Context: an optimization exercise on an open-source flow, tuned for small area, a short achievable clock period and few clock cycles. The choices shown serve that exercise and are no tape-out recipe. In this exercise RTL edits were held to simulation tests only and were not proved equivalent to the original.

==> inputs of build 75 <==
==> flow/design.v (excerpt) <==
module elgamal_byte_verifier_top (
   input  logic                              clock,
   input  logic                              reset,
   input  logic                              req_valid,
   output logic                              req_ready,
   input  logic [72:0]                       req_data,
   output logic                              rsp_valid,
   input  logic                              rsp_ready,
   output logic [2:0]                        rsp_data,
   input  logic                              psel,
   input  logic                              penable,
   input  logic                              pwrite,
   input  logic [3:0]                        paddr,
   input  logic [31:0]                       pwdata,
   output logic [31:0]                       prdata,
   output logic                              pready
);
make LEC_CHECK=0 CAP_MARGIN=30 CORE_MARGIN=2 CORE_UTILIZATION=55 SETUP_SLACK_MARGIN=3.2 SLEW_MARGIN=30 TNS_END_PERCENT=10 finish   # period 8.0 ns
run.sh (not shown) runs the stock make flow with config.mk's settings and CLKGATE_MAP_FILE= SYNTH_SCRIPT=/design/flow/synth_recipe.tcl, a recipe that flattens the netlist after the stock synthesis.
==> inputs of build 64, as changes to build 75 <==
CORE_UTILIZATION = 60   (was 55)
TNS_END_PERCENT = unset   (was 10)
==> inputs of trial 52, as changes to build 75 <==
--- a/flow/design.v
+++ b/flow/design.v
@@ -7,45 +7,37 @@
    localparam logic [ModBits-1:0] GeneratorReset = 32'd2;
    localparam logic [ModBits-1:0] PublicReset    = 32'd1;
    localparam logic [1:0] RegModulus   = 2'd0;
    localparam logic [1:0] RegGenerator = 2'd1;
    localparam logic [1:0] RegPublic    = 2'd2;
    localparam int unsigned MulK      = 4;
-   localparam int unsigned MulCycles = 8;
+   localparam int unsigned MulCycles = 9;
    localparam int unsigned MontSteps = MulK * MulCycles;
-   localparam logic [ModBits-1:0] R2Reset = 32'd18156;
+   localparam logic [ModBits-1:0] R2Reset = 32'd27486;
 endpackage
 module ebv_modmul (
    input  logic        clock,
    input  logic        run,       
    input  logic [3:0]  a_dig,     
-   input  logic [31:0] b,
+   input  logic [32:0] b,
    input  logic [31:0] modulus,
    input  logic [33:0] tp,        
    input  logic [3:0]  pinv,      
    input  logic [3:0]  ab_low,    
-   input  logic        ld,        
-   input  logic [31:0] ld_val,
-   input  logic        dbl,       
-   output logic [31:0] res,
-   output logic [3:0]  sum_lo,    
-   output logic [3:0]  dif_lo,    
-   output logic        lt,        
-   output logic        m1         
+   output logic [32:0] res
 );
    localparam int W = 40;
    logic [33:0] ss_ff, sc_ff;
    logic [7:0]  lo_ff;            
    logic        ci;
    logic [W-1:0] r_s, r_c, a0, a1, a2, a3, ql, qh;
    logic [W-1:0] e1s, e1c, e2s, e2c, e3s, e3c, es, ec;
    logic [W-1:0] f1s, f1c, os, oc;
    logic [3:0]  t, q;
    logic [1:0]  cy2;
-   logic [34:0] sum, dif;
-   logic [33:0] ds, dc;
+   logic [33:0] sum;
    function automatic logic [2*W-1:0] csa(input logic [W-1:0] x, input logic [W-1:0] y,
                                           input logic [W-1:0] z);
       logic [W-1:0] s, c;
       s = x ^ y ^ z;
       c = {((x & y) | (x & z) | (y & z)), 1'b0};
       csa = {s, c};
@@ -595,30 +587,22 @@
       {e1s, e1c} = csa(r_s, r_c, a0);
       {e2s, e2c} = csa(a1, a2, a3);
       {e3s, e3c} = csa(e1s, e1c, e2s);
       {es, ec}   = csa(e3s, e3c, e2c);
       {f1s, f1c} = csa(es, ec, ql);
       {os, oc}   = csa(f1s, f1c, qh);
-      sum = {1'b0, ss_ff} + {1'b0, sc_ff} + {34'd0, ci};
-      ds  = ss_ff ^ sc_ff ^ {2'b11, ~modulus};
-      dc  = {(ss_ff[32:0] & sc_ff[32:0]) | (ss_ff[32:0] & {1'b1, ~modulus}) |
-             (sc_ff[32:0] & {1'b1, ~modulus}), ci};
-      dif = {1'b1, ds} + {1'b0, dc} + 35'd1;
-      res = dif[34] ? sum[31:0] : dif[31:0];
-      lt  = dif[34];
-      sum_lo = sum[3:0];
-      dif_lo = dif[3:0];
-      m1  = &dif;
+      sum = ss_ff + sc_ff + {33'd0, ci};
+      res = sum[32:0];
    end
    always_ff @(posedge clock) begin
       if (run) begin
          ss_ff <= os[37:4];
          sc_ff <= oc[37:4];
          lo_ff <= {os[3:0], oc[3:0]};
       end else begin
-         ss_ff <= ld ? {2'b00, ld_val} : (dbl ? {res, 1'b0} : '0);
+         ss_ff <= '0;
          sc_ff <= '0;
          lo_ff <= '0;
       end
    end
 endmodule
 module ebv_seq (
@@ -644,17 +628,17 @@
                           S_YRED = 5'd16, S_DONE = 5'd17, S_CMP  = 5'd18, S_CHKS = 5'd19,
                           S_CHKD = 5'd20;
    localparam logic [2:0] A_ACC = 3'd0, A_Y = 3'd1, A_R = 3'd2, A_G = 3'd3, A_ONE = 3'd4,
                           A_BG = 3'd5, A_BY = 3'd6, A_TAB = 3'd7;
    logic [4:0]  state_ff, state_in, follow_ff, follow;
    logic [3:0]  cnt_ff, cnt_in;
-   logic [31:0] acc_ff, acc_in;
-   logic [31:0] by_ff, br_ff, byr_ff, bg_ff;
+   logic [32:0] acc_ff, acc_in;
+   logic [32:0] by_ff, br_ff, byr_ff, bg_ff;
    logic [31:0] r2_ff;
-   logic [33:0] tp;
-   logic [3:0]  pinv, a_dig_ff, a_dig_in, ab_low_ff, ab_low_in;
+   logic [33:0] tp_ff;
+   logic [3:0]  pinv, a_dig_ff, a_dig_in, ab_low_ff;
    logic        dirty_ff;
    logic        yok_ff;           
    logic [4:0]  ei_ff, ei_in;
    logic [2:0]  hi_ff, hi_in;
    logic [1:0]  tsel_ff;
    logic        hb_ff, hz_ff, nz_ff, rlt_ff, slt_ff, sm1_ff, ok_ff;
@@ -663,18 +647,17 @@
    logic [2:0]  out_ff;
    logic [7:0]  h_in;
    logic [31:0] r_in, s_in;
    logic        last_in, rs_bit, accept;
    logic        mm, mm_last, all_v, acc_mm;
    logic [2:0]  asel_in, asel_cur;
-   logic [3:0]  a_mid, a_other, acc_low_in, res_sum_lo, res_dif_lo;
-   logic [3:0]  acc_lo_s, acc_lo_d, a_first_s, a_first_d;
-   logic [31:0] tab, mres, a_src;
-   logic [31:0] a_ext;
-   logic        mlt, mm1, ld, dbl;
-   logic [31:0] ld_val;
+   logic [3:0]  a_mid, a_first, acc_low_in;
+   logic [32:0] tab, mres, a_src;
+   logic [35:0] a_ext;
+   logic [34:0] red_d;
+   logic [32:0] red;
    logic [ebv_pkg::CountBits-1:0] count_inc;
    assign h_in    = req_data[72:65];
    assign r_in    = req_data[64:33];
    assign s_in    = req_data[32:1];
    assign last_in = req_data[0];
    assign rs_bit   = r_in[ei_ff] | s_in[ei_ff];
@@ -688,30 +671,22 @@
       unique case ((state_ff == S_GRED) ? 2'b01 : tsel_ff)
          2'b10:   tab = by_ff;
          2'b01:   tab = br_ff;
          default: tab = byr_ff;
       endcase
    end
-   assign tp = {2'b00, modulus} + {1'b0, modulus, 1'b0};
    ebv_modmul u_mul (
       .clock   (clock),
       .run     (mm && !mm_last),
       .a_dig   (a_dig_ff),
       .b       (acc_ff),
       .modulus (modulus),
-      .tp      (tp),
+      .tp      (tp_ff),
       .pinv    (pinv),
       .ab_low  (ab_low_ff),
-      .ld      (ld || (state_ff == S_IDLE && dirty_ff)),
-      .ld_val  (ld_val),
-      .dbl     (dbl),
-      .res     (mres),
-      .sum_lo  (res_sum_lo),
-      .dif_lo  (res_dif_lo),
-      .lt      (mlt),
-      .m1      (mm1)
+      .res     (mres)
    );
    always_comb begin
       unique case (modulus[3:1])
          3'd0: pinv = 4'd15;
          3'd1: pinv = 4'd5;
          3'd2: pinv = 4'd3;
@@ -719,15 +694,14 @@
          3'd4: pinv = 4'd7;
          3'd5: pinv = 4'd13;
          3'd6: pinv = 4'd11;
          default: pinv = 4'd1;
       endcase
    end
-   assign ld     = (state_ff == S_IDLE && !dirty_ff) || (state_ff == S_CHK);
-   assign ld_val = (state_ff == S_CHK) ? s_in : (dirty_ff ? 32'd2 : r_in);
-   assign dbl    = (state_ff == S_R2C);
+   assign red_d = {2'b00, acc_ff} - {3'b000, modulus};
+   assign red   = red_d[34] ? acc_ff : red_d[32:0];
    assign count_inc = (count_ff < ebv_pkg::CountMax) ? count_ff + 1'b1 : count_ff;
    assign all_v     = run_ff && ok_ff;
    assign req_ready = (state_ff == S_DONE) && !rv_ff;
    assign accept    = req_valid && req_ready;
    assign rsp_valid = rv_ff;
    assign rsp_data  = out_ff;
@@ -736,14 +710,14 @@
          S_CVY:   follow = S_CVR;
          S_CVR:   follow = S_CVG;
          S_CVG:   follow = (hz_ff || hi_ff == 3'd0) ? S_GRED : S_GSQ;
          S_GSQ:   follow = hb_ff ? S_GMUL : ((hi_ff == 3'd0) ? S_GRED : S_GSQ);
          S_GMUL:  follow = (hi_ff == 3'd0) ? S_GRED : S_GSQ;
          S_CVYR:  follow = S_YTOP;
-         S_YSQ:   follow = (tsel_ff != 2'b00) ? S_YMUL : ((ei_ff == 5'd0) ? S_CMP : S_YSQ);
-         S_YMUL:  follow = (ei_ff == 5'd0) ? S_CMP : S_YSQ;
+         S_YSQ:   follow = (tsel_ff != 2'b00) ? S_YMUL : ((ei_ff == 5'd0) ? S_YRED : S_YSQ);
+         S_YMUL:  follow = (ei_ff == 5'd0) ? S_YRED : S_YSQ;
          default: follow = S_IDLE;
       endcase
    end
    always_comb begin
       state_in = state_ff;
       cnt_in   = (mm && !mm_last) ? cnt_ff + 4'd1 : 4'd0;
@@ -766,55 +740,64 @@
          if (follow_ff == S_YSQ) ei_in = ei_ff - 5'd1;
       end
       unique case (state_ff)
          S_IDLE: begin
             if (dirty_ff) begin
                {hi_in, ei_in} = 8'd0;
+               acc_in   = 33'd2;
                state_in = S_R2C;
             end else begin
                ei_in = 5'd31;
                hi_in = 3'd7;
                if (req_valid) begin
+                  acc_in   = {1'b0, r_in};
                   state_in = S_CHK;
                end
             end
          end
          S_R2C: begin
+            acc_in = {red[31:0], 1'b0};
             {hi_in, ei_in} = {hi_ff, ei_ff} + 8'd1;
             if ({hi_ff, ei_ff} == 8'(2 * ebv_pkg::MontSteps - 1)) state_in = S_IDLE;
             if (mod_write) state_in = S_IDLE;
          end
          S_CHK: begin
+            acc_in   = {1'b0, s_in};
             state_in = S_CHKS;
          end
          S_CHKS: state_in = S_CHKD;
          S_CHKD: state_in = (nz_ff && rlt_ff && slt_ff && !sm1_ff) ? S_LDR2 : S_DONE;
          S_LDR2: begin
-            acc_in   = r2_ff;
+            acc_in   = {1'b0, r2_ff};
             state_in = yok_ff ? S_CVR : S_CVY;
          end
          S_GRED: begin
             acc_in   = tab;
             state_in = S_CVYR;
          end
          S_YTOP: if (tsel_ff != 2'b00) state_in = S_YLD;
          S_YLD: begin
             acc_in = tab;
-            if (ei_ff == 5'd0) state_in = S_CMP;
+            if (ei_ff == 5'd0) state_in = S_YRED;
             else begin
                ei_in    = ei_ff - 5'd1;
                state_in = S_YSQ;
             end
          end
+         S_YRED: begin
+            acc_in   = red;
+            state_in = S_CMP;
+         end
          S_CMP: state_in = S_DONE;
          S_DONE: if (accept) state_in = S_IDLE;
          default: ;
       endcase
    end
    always_comb begin
       acc_low_in = acc_ff[3:0];
+      if (mm && mm_last && acc_mm) acc_low_in = mres[3:0];
       unique case (state_ff)
          S_LDR2:         acc_low_in = r2_ff[3:0];
          S_GRED, S_YLD:  acc_low_in = tab[3:0];
          default: ;
       endcase
    end
@@ -846,56 +829,44 @@
       unique case (state_ff)
          S_LDR2:  asel_in = yok_ff ? A_R : A_Y;
          S_GRED:  asel_in = A_BY;
          default: asel_in = (mm && mm_last) ? asel_of(follow_ff, hz_ff) : A_ACC;
       endcase
       unique case (asel_cur)
-         A_Y:     a_src = public_value;
+         A_Y:     a_src = {1'b0, public_value};
          A_R:     a_src = br_ff;
-         A_G:     a_src = generator;
-         A_ONE:   a_src = 32'd1;
+         A_G:     a_src = {1'b0, generator};
+         A_ONE:   a_src = 33'd1;
          A_BG:    a_src = bg_ff;
          A_BY:    a_src = by_ff;
          A_TAB:   a_src = tab;
          default: a_src = acc_ff;
       endcase
-      a_ext   = 32'(a_src);
+      a_ext   = 36'(a_src);
       unique case (cnt_ff)
          4'd0:    a_mid = a_ext[7:4];
          4'd1:    a_mid = a_ext[11:8];
          4'd2:    a_mid = a_ext[15:12];
          4'd3:    a_mid = a_ext[19:16];
          4'd4:    a_mid = a_ext[23:20];
          4'd5:    a_mid = a_ext[27:24];
          4'd6:    a_mid = a_ext[31:28];
+         4'd7:    a_mid = a_ext[35:32];
          default: a_mid = 4'd0;
       endcase
       unique case (asel_in)
-         A_Y:     a_other = public_value[3:0];
-         A_R:     a_other = br_ff[3:0];
-         A_G:     a_other = generator[3:0];
-         A_ONE:   a_other = 4'd1;
-         A_BG:    a_other = bg_ff[3:0];
-         A_BY:    a_other = by_ff[3:0];
-         A_TAB:   a_other = tab[3:0];
-         default: a_other = 4'd0;
-      endcase
-      acc_lo_s  = (mm && mm_last && acc_mm) ? res_sum_lo : acc_low_in;
-      acc_lo_d  = (mm && mm_last && acc_mm) ? res_dif_lo : acc_low_in;
-      a_first_s = (asel_in == A_ACC) ? acc_lo_s : a_other;
-      a_first_d = (asel_in == A_ACC) ? acc_lo_d : a_other;
-      if (mm && !mm_last) begin
-         a_dig_in  = a_mid;
-         ab_low_in = mul4(a_mid, acc_ff[3:0]);
-      end else if (mlt) begin
-         a_dig_in  = a_first_s;
-         ab_low_in = mul4(a_first_s, acc_lo_s);
-      end else begin
-         a_dig_in  = a_first_d;
-         ab_low_in = mul4(a_first_d, acc_lo_d);
-      end
+         A_Y:     a_first = public_value[3:0];
+         A_R:     a_first = br_ff[3:0];
+         A_G:     a_first = generator[3:0];
+         A_ONE:   a_first = 4'd1;
+         A_BG:    a_first = bg_ff[3:0];
+         A_BY:    a_first = by_ff[3:0];
+         A_TAB:   a_first = tab[3:0];
+         default: a_first = acc_low_in;
+      endcase
+      a_dig_in = (mm && !mm_last) ? a_mid : a_first;
    end
    always_ff @(posedge clock) begin
       if (reset) begin
          state_ff <= S_IDLE;
          dirty_ff <= 1'b0;
          yok_ff   <= 1'b0;
@@ -907,13 +878,13 @@
          state_ff <= state_in;
          if (mod_write || pub_write) yok_ff <= 1'b0;
          else if (mm && mm_last && state_ff == S_CVY) yok_ff <= 1'b1;
          if (mod_write) dirty_ff <= 1'b1;
          else if (state_ff == S_R2C && state_in == S_IDLE) dirty_ff <= 1'b0;
          if (state_ff == S_R2C && {hi_ff, ei_ff} == 8'(2 * ebv_pkg::MontSteps - 1))
-            r2_ff <= mres[31:0];
+            r2_ff <= red[31:0];
          if (rv_ff && rsp_ready) rv_ff <= 1'b0;
          if (accept) begin
             rv_ff <= 1'b1;
             if (last_in) begin
                count_ff <= '0;
                run_ff   <= 1'b1;
@@ -924,28 +895,29 @@
          end
       end
       cnt_ff    <= cnt_in;
       follow_ff <= follow;
       acc_ff    <= acc_in;
       a_dig_ff  <= a_dig_in;
-      ab_low_ff <= ab_low_in;
+      ab_low_ff <= mul4(a_dig_in, acc_low_in);
       ei_ff     <= ei_in;
       hi_ff     <= hi_in;
       tsel_ff   <= {r_in[ei_ff], s_in[ei_ff]};
       hb_ff     <= h_in[hi_ff];
       hz_ff     <= (hi_ff == 3'd0) && !h_in[0];
+      tp_ff     <= {2'b00, modulus} + {1'b0, modulus, 1'b0};
       nz_ff     <= (modulus >= 32'd3) && (r_in != 32'd0) && (s_in != 32'd0);
-      rlt_ff    <= (state_ff == S_CHKS) ? rlt_ff : mlt;
-      slt_ff    <= mlt;
-      sm1_ff    <= mm1;
+      rlt_ff    <= (state_ff == S_CHKS) ? rlt_ff : red_d[34];
+      slt_ff    <= red_d[34];
+      sm1_ff    <= &red_d;
       if (mm && mm_last && state_ff == S_CVR) br_ff <= mres;
-      else if (state_ff == S_CHK) br_ff <= r_in;
+      else if (state_ff == S_CHK) br_ff <= {1'b0, r_in};
       if (mm && mm_last && state_ff == S_CVY) by_ff <= mres;
       if (mm && mm_last && state_ff == S_CVYR) byr_ff <= mres;
       if (mm && mm_last && state_ff == S_CVG) bg_ff <= mres;
-      else if (state_ff == S_GRED) bg_ff <= acc_ff;
+      else if (state_ff == S_GRED) bg_ff <= red;
       if (state_ff == S_CHKD) ok_ff <= 1'b0;
       if (state_ff == S_CMP) ok_ff <= (acc_ff == bg_ff);
       if (accept) begin
          out_ff[2] <= ok_ff;
          out_ff[0] <= last_in;
          out_ff[1] <= last_in ? (all_v && (count_inc == ebv_pkg::CountBits'(ebv_pkg::DigestBytes)))
CORE_UTILIZATION = 60   (was 55)
TNS_END_PERCENT = unset   (was 10)
==> inputs of build 46, as changes to build 75 <==
--- a/flow/design.v
+++ b/flow/design.v
@@ -607,21 +607,15 @@
       lt  = dif[34];
       sum_lo = sum[3:0];
       dif_lo = dif[3:0];
       m1  = &dif;
    end
    always_ff @(posedge clock) begin
-      if (run) begin
-         ss_ff <= os[37:4];
-         sc_ff <= oc[37:4];
-         lo_ff <= {os[3:0], oc[3:0]};
-      end else begin
-         ss_ff <= ld ? {2'b00, ld_val} : (dbl ? {res, 1'b0} : '0);
-         sc_ff <= '0;
-         lo_ff <= '0;
-      end
+      ss_ff <= (run ? os[37:4] : '0) | (ld ? {2'b00, ld_val} : '0);
+      sc_ff <= (run ? oc[37:4] : '0) | (dbl ? {1'b0, res, 1'b0} : '0);
+      lo_ff <= run ? {os[3:0], oc[3:0]} : '0;
    end
 endmodule
 module ebv_seq (
    input  logic                              clock,
    input  logic                              reset,
    input  logic [31:0]                       modulus,
@@ -662,17 +656,16 @@
    logic        run_ff, rv_ff;
    logic [2:0]  out_ff;
    logic [7:0]  h_in;
    logic [31:0] r_in, s_in;
    logic        last_in, rs_bit, accept;
    logic        mm, mm_last, all_v, acc_mm;
-   logic [2:0]  asel_in, asel_cur;
+   logic [2:0]  asel_in;
    logic [3:0]  a_mid, a_other, acc_low_in, res_sum_lo, res_dif_lo;
    logic [3:0]  acc_lo_s, acc_lo_d, a_first_s, a_first_d;
-   logic [31:0] tab, mres, a_src;
-   logic [31:0] a_ext;
+   logic [31:0] tab, mres, a_nxt, ar_ff, ar_in;
    logic        mlt, mm1, ld, dbl;
    logic [31:0] ld_val;
    logic [ebv_pkg::CountBits-1:0] count_inc;
    assign h_in    = req_data[72:65];
    assign r_in    = req_data[64:33];
    assign s_in    = req_data[32:1];
@@ -839,39 +832,29 @@
          S_CVYR:  asel_of = A_BY;
          S_YMUL:  asel_of = A_TAB;
          default: asel_of = A_ACC;
       endcase
    endfunction
    always_comb begin
-      asel_cur = asel_of(state_ff, hz_ff);
       unique case (state_ff)
          S_LDR2:  asel_in = yok_ff ? A_R : A_Y;
          S_GRED:  asel_in = A_BY;
          default: asel_in = (mm && mm_last) ? asel_of(follow_ff, hz_ff) : A_ACC;
       endcase
-      unique case (asel_cur)
-         A_Y:     a_src = public_value;
-         A_R:     a_src = br_ff;
-         A_G:     a_src = generator;
-         A_ONE:   a_src = 32'd1;
-         A_BG:    a_src = bg_ff;
-         A_BY:    a_src = by_ff;
-         A_TAB:   a_src = tab;
-         default: a_src = acc_ff;
-      endcase
-      a_ext   = 32'(a_src);
-      unique case (cnt_ff)
-         4'd0:    a_mid = a_ext[7:4];
-         4'd1:    a_mid = a_ext[11:8];
-         4'd2:    a_mid = a_ext[15:12];
-         4'd3:    a_mid = a_ext[19:16];
-         4'd4:    a_mid = a_ext[23:20];
-         4'd5:    a_mid = a_ext[27:24];
-         4'd6:    a_mid = a_ext[31:28];
-         default: a_mid = 4'd0;
+      unique case (asel_in)
+         A_Y:     a_nxt = public_value;
+         A_R:     a_nxt = br_ff;
+         A_G:     a_nxt = generator;
+         A_ONE:   a_nxt = 32'd1;
+         A_BG:    a_nxt = bg_ff;
+         A_BY:    a_nxt = by_ff;
+         A_TAB:   a_nxt = tab;
+         default: a_nxt = acc_in;
       endcase
+      ar_in = (mm && !mm_last) ? {4'd0, ar_ff[31:4]} : a_nxt;
+      a_mid = ar_ff[7:4];
       unique case (asel_in)
          A_Y:     a_other = public_value[3:0];
          A_R:     a_other = br_ff[3:0];
          A_G:     a_other = generator[3:0];
          A_ONE:   a_other = 4'd1;
          A_BG:    a_other = bg_ff[3:0];
@@ -924,12 +907,13 @@
          end
       end
       cnt_ff    <= cnt_in;
       follow_ff <= follow;
       acc_ff    <= acc_in;
       a_dig_ff  <= a_dig_in;
+      ar_ff     <= ar_in;
       ab_low_ff <= ab_low_in;
       ei_ff     <= ei_in;
       hi_ff     <= hi_in;
       tsel_ff   <= {r_in[ei_ff], s_in[ei_ff]};
       hb_ff     <= h_in[hi_ff];
       hz_ff     <= (hi_ff == 3'd0) && !h_in[0];
==> flow/flow/run.sh (new file) <==
#!/bin/bash
# Layout flow: the standard flow with two sizing changes. Ports are still
# buffered, but with buf_4 cells instead of the flow's default choice, and the
# resizer may pick any cell of the same function when it sizes, not only
# cells of the same footprint. The whole make output goes to standard.log.
set -euo pipefail
bash standard.sh MATCH_CELL_FOOTPRINT=0 \
   "BUFFER_PORTS_ARGS=-buffer_cell sky130_fd_sc_hd__buf_4" finish > standard.log 2>&1
==> flow/standard.sh (new file) <==
#!/bin/bash
# synth_recipe.tcl (not shown) runs the flow's synth.tcl, then flattens the netlist and writes it again
# the make line also repeats each setting of config.mk as NAME=value (left out here)
make -C /OpenROAD-flow-scripts/flow DESIGN_CONFIG=/design/flow/config.mk WORK_HOME=/design/flow/orfs CLKGATE_MAP_FILE= SYNTH_SCRIPT=/design/flow/synth_recipe.tcl "${@:-finish}"
CORE_UTILIZATION = 50   (was 55)
SETUP_SLACK_MARGIN = 3.4   (was 3.2)
TNS_END_PERCENT = unset   (was 10)
removed: flow/run.sh
==> out/results.tsv <==
stage	metric	value	unit
final_layout	buffer_area_share	5.67	%
sta	fin_ws	3250	ps
synthesis	synth_nets	4430	
die	fp.dieW	244	µm
clock_tree	clk_pin_slew	60	ps
critical_path	arrival	3150	ps
critical_path	start_kind	input pin	
route	wire_per_inst	28.1	µm
synthesis	yosys-top-cells-count	nand2_1, dfxtp_1, inv_1	
clock_tree	clock_latency	650	ps
clock_tree	clkSinkCount	452	
critical_path	worst_ep_required_time	6400	ps
route	wl_met1	47.5	mm
clock_tree	cts_resized	33	
status	status	timing/DRC/antenna clean	
final_layout	fillCellCount	4621	
That was trial 52.
==> out/results.tsv <==
stage	metric	value	unit
status	status	timing/DRC/antenna clean	
synthesis	synth_nets	4506	
clock_tree	clk_pin_slew	70	ps
clock_tree	clkSinkCount	412	
route	wl_met1	50.5	mm
sta	fin_ws	2960	ps
die	fp.dieW	255	µm
final_layout	buffer_area_share	7.22	%
clock_tree	clock_latency	630	ps
route	wire_per_inst	29.0	µm
That was build 75.
==> out/results.tsv <==
stage	metric	value	unit
clock_tree	cts_resized	190	
route	wl_met1	47.6	mm
clock_tree	clk_pin_slew	60	ps
final_layout	buffer_area_share	7.94	%
clock_tree	clock_latency	620	ps
critical_path	arrival	5590	ps
critical_path	start_kind	flip-flop	
route	wire_per_inst	28.4	µm
synthesis	synth_nets	4506	
status	status	timing/DRC/antenna clean	
final_layout	fillCellCount	4429	
run	drv_cap	0	
clock_tree	clkSinkCount	412	
synthesis	yosys-top-cells-count	nand2_1, inv_1, a21oi_1	
die	fp.dieW	244	µm
sta	fin_ws	2840	ps
That was build 64.
==> out/results.tsv <==
stage	metric	value	unit
status	status	timing/DRC/antenna clean	
clock_tree	clk_pin_slew	60	ps
critical_path	arrival	5110	ps
critical_path	worst_ep_required_time	8540	ps
clock_tree	cts_resized	185	
clock_tree	clkSinkCount	439	
route	wl_met1	56.8	mm
route	wire_per_inst	27.9	µm
clock_tree	clock_latency	650	ps
die	fp.dieW	270	µm
That was build 46.
Testbench counts of build 75, summed over its fixed seeds: cycles 305,692.
Testbench counts of build 64, summed over its fixed seeds: cycles 305,692.
Testbench counts of trial 52, summed over its fixed seeds: cycles 339,608.
Testbench counts of build 46, summed over its fixed seeds: cycles 305,692.

-- port drivers added, routing unchanged --
No port has a modelled driver above. Below, the same layouts with a new extraction and two added sets of constraints. Step 1 (the two cells are an assumption about what drives the block):
set clk [get_ports {clock}]
set_driving_cell -lib_cell sky130_fd_sc_hd__clkbuf_16 $clk
set_driving_cell -lib_cell sky130_fd_sc_hd__buf_2 [delete_from_list [all_inputs] $clk]
Step 2 times the ports against the registers' clock, not the clock port: input delays grow and output delays shrink by t, the midpoint of the rising clock arrivals with the driver on. Three values: ideal, step 1, step 2; two values: the first two.
| run | t, ns | setup slack, ns | hold slack, ns |
|---|---|---|---|
| build 75 | 0.678 | 2.962 / 2.962 / 2.727 | 0.465 / 0.465 / 0.465 |
| build 64 | 0.663 | 2.845 / 2.845 / 2.639 | 0.469 / 0.469 / 0.469 |
| trial 52 | 0.697 | 3.246 / 3.221 / 3.221 | 0.458 / 0.458 / 0.458 |
| build 46 | 0.701 | 3.436 / 3.425 / 3.425 | 0.441 / 0.441 / 0.441 |
After both steps every run listed still meets setup and hold. The setup slack of build 75, which loses most, moves by 0.000 ns with the drivers and by -0.235 ns with both steps.
